Background: an optimization exercise with open tools, aiming at a short achievable clock period and few clock cycles per item. Do not read the settings as production practice. Function was checked by simulation only, so behaviour that the tests miss may differ from the original.

==> inputs of build 95 <==
## keyed_dirty_point_store_top
module keyed_dirty_point_store_top (
  input  logic        clk,
  input  logic        rst,
  input  logic        in_valid,
  output logic        in_stall,
  input  logic [2:0]  op,
  input  logic [31:0] key,
  input  logic [3:0]  byte_count,
  input  logic [63:0] value,
  output logic        out_valid,
  input  logic        out_stall,
  output logic [1:0]  status,
  output logic [63:0] read_value,
  output logic [3:0]  read_size,
  output logic [31:0] dirty_key,
  input  logic        cfg_valid,
  output logic        cfg_ready,
  input  logic [8:0]  buffer_bytes_in_use
);
export LEC_CHECK = 0
export ABC_CLOCK_PERIOD_IN_PS = 2000
export CAP_MARGIN = 20
export CORE_MARGIN = 2
export CORE_UTILIZATION = 60
export CTS_CLUSTER_DIAMETER = 90
export CTS_CLUSTER_SIZE = 25
export PLACE_DENSITY = 0.65
export SETUP_SLACK_MARGIN = 4.6
export SLEW_MARGIN = 20
export TNS_END_PERCENT = 100
create_clock -name core_clock -period 7.0 [get_ports {clk}]
run.sh (not shown) runs the stock make flow with config.mk's settings and CLKGATE_MAP_FILE= SYNTH_SCRIPT=/design/flow/synth_recipe.tcl, a recipe that flattens the netlist after the stock synthesis.
==> trial 9 (differences from build 95) <==
--- a/flow/design.v
+++ b/flow/design.v
@@ -15,15 +15,15 @@
   output logic [31:0] dirty_key,
   input  logic        cfg_valid,
   output logic        cfg_ready,
   input  logic [8:0]  buffer_bytes_in_use
 );
   localparam int NP  = 16;
   localparam int CAP = 4;    
-  localparam int FD  = 4;    
+  localparam int FD  = 3;    
   assign cfg_ready = 1'b1;
   logic [31:0] pkey  [NP];
   logic [3:0]  psize [NP];
   logic [7:0]  pmask [NP];
   logic [63:0] pval  [NP];
   logic [NP-1:0] vld;        
   logic [NP-1:0] dirty;
@@ -203,52 +203,43 @@
     if (!(s1_fd && anyd)) dk = 32'hFFFF_FFFF;
     st = s1_fd ? (anyd ? 2'd0 : 2'd1) : s1_st;
   end
   logic [1:0]  fq_st [FD];
   logic [63:0] fq_rv [FD];
   logic [3:0]  fq_rs [FD];
   logic [31:0] fq_dk [FD];
-  logic [1:0]  fq_wp, fq_rp, fq_rp1;
-  logic [2:0]  fq_n;
-  logic        fq_e0, fq_e1;     
+  logic [1:0]  fq_wp, fq_rp;
+  logic [1:0]  fq_n;
+  logic        out_free, fq_ne, fq_push, fq_pop;
   logic [2:0]  occ;
   logic [2:0]  occ_next;
   logic        deliver;
-  assign fq_e0   = (fq_n == 3'd0);
-  assign fq_e1   = (fq_n == 3'd1);
-  assign fq_rp1  = fq_rp + 2'd1;
-  always_ff @(posedge clk) begin
-    if (rst) begin
-      out_valid <= 1'b0;
-    end else begin
-      out_valid <= !(fq_e0 && !s1_v) && !(fq_e1 && deliver && !s1_v);
-    end
-    if (deliver) begin
-      if (fq_e1) begin
+  assign out_free = !out_valid || !out_stall;
+  assign fq_ne    = (fq_n != '0);
+  assign fq_pop   = out_free && fq_ne;
+  assign fq_push  = s1_v && !(out_free && !fq_ne);
+  always_ff @(posedge clk) begin
+    if (rst) begin
+      out_valid  <= 1'b0;
+      status     <= '0;
+      read_value <= '0;
+      read_size  <= '0;
+      dirty_key  <= '0;
+    end else if (out_free) begin
+      out_valid <= fq_ne || s1_v;
+      if (fq_ne) begin
+        status     <= fq_st[fq_rp];
+        read_value <= fq_rv[fq_rp];
+        read_size  <= fq_rs[fq_rp];
+        dirty_key  <= fq_dk[fq_rp];
+      end else begin
         status     <= st;
         read_value <= rv;
         read_size  <= rs;
         dirty_key  <= dk;
-      end else begin
-        status     <= fq_st[fq_rp1];
-        read_value <= fq_rv[fq_rp1];
-        read_size  <= fq_rs[fq_rp1];
-        dirty_key  <= fq_dk[fq_rp1];
-      end
-    end else begin
-      if (fq_e0) begin
-        status     <= st;
-        read_value <= rv;
-        read_size  <= rs;
-        dirty_key  <= dk;
-      end else begin
-        status     <= fq_st[fq_rp];
-        read_value <= fq_rv[fq_rp];
-        read_size  <= fq_rs[fq_rp];
-        dirty_key  <= fq_dk[fq_rp];
       end
     end
   end
   always_ff @(posedge clk) begin
     for (int i = 0; i < FD; i++) begin
       if (s1_v && (fq_wp == 2'(i))) begin
         fq_st[i] <= st;
@@ -260,17 +251,17 @@
   end
   always_ff @(posedge clk) begin
     if (rst) begin
       fq_wp <= '0;
       fq_rp <= '0;
       fq_n  <= '0;
     end else begin
-      if (s1_v)    fq_wp <= fq_wp + 2'd1;
-      if (deliver) fq_rp <= fq_rp + 2'd1;
-      fq_n <= fq_n + (s1_v ? 3'd1 : 3'd0) - (deliver ? 3'd1 : 3'd0);
+      if (fq_push) fq_wp <= (fq_wp == 2'(FD-1)) ? 2'd0 : fq_wp + 2'd1;
+      if (fq_pop)  fq_rp <= (fq_rp == 2'(FD-1)) ? 2'd0 : fq_rp + 2'd1;
+      fq_n <= fq_n + (fq_push ? 2'd1 : 2'd0) - (fq_pop ? 2'd1 : 2'd0);
     end
   end
   assign deliver  = out_valid && !out_stall;
   assign occ_next = occ + (take ? 3'd1 : 3'd0) - (deliver ? 3'd1 : 3'd0);
   always_ff @(posedge clk) begin
     if (rst) begin
       occ      <= '0;
- CORE_UTILIZATION: 60 -> 62
- PLACE_DENSITY: 0.65 -> 0.7
==> flow_summary.json <==
{
  "outcome": "finished with violations",
  "so_faults": "max-capacitance violations, max-slew violations",
  "dp.cells": 11200,
  "grt_pass1_vias": 76500,
  "yosys.area_share.simple_pct": 16.2,
  "synthAdderAreaFrac_pct": 1.23,
  "slew_violations": 51,
  "maxCapViolations": 2
}
(the above is from trial 9)
==> flow_summary.json <==
{
  "outcome": "complete, no violations",
  "dp.cells": 11900,
  "drc": 0,
  "final.min_clock_period_ps": 2780,
  "crit_required_ps": 5600,
  "seq_share_pct": 53.1,
  "yosys.area_share.simple_pct": 15.2,
  "synthAdderAreaFrac_pct": 1.24,
  "syn_nets": 10400,
  "grt_pass1_vias": 81700
}
(the above is from build 95)
Testbench counts of build 95, summed over its fixed seeds: cycles 4,127, items 4,103.
Testbench counts of trial 9, summed over its fixed seeds: cycles 4,127, items 4,103.

[separate check: timing with driven ports]
In the flow no input, the clock included, has a driving cell. The finished layouts below were timed again as built, in two steps. Step 1 assumes that a clkbuf_16 drives the clock port and a buf_2 every other input. Step 2 moves the port delays by t, midway between the first and last clock arrival at a register: inputs arrive t later, outputs are due t later. That takes back most of the time a late clock gives input paths. Slacks: no drivers / after step 1 / after step 2; pairs: no drivers / after step 1.
run	t, ns	setup slack, ns	slew at the worst register clock pin (ns)	pins driven straight from the clock port
build 95	0.943	4.216 / 4.122 / 3.621	0.11 / 0.11	1
trial 9	0.881	4.300 / 4.217 / 3.628	0.11 / 0.11	1
The setup slack of trial 9, which loses most, moves by -0.083 ns with the drivers and by -0.672 ns with both steps.
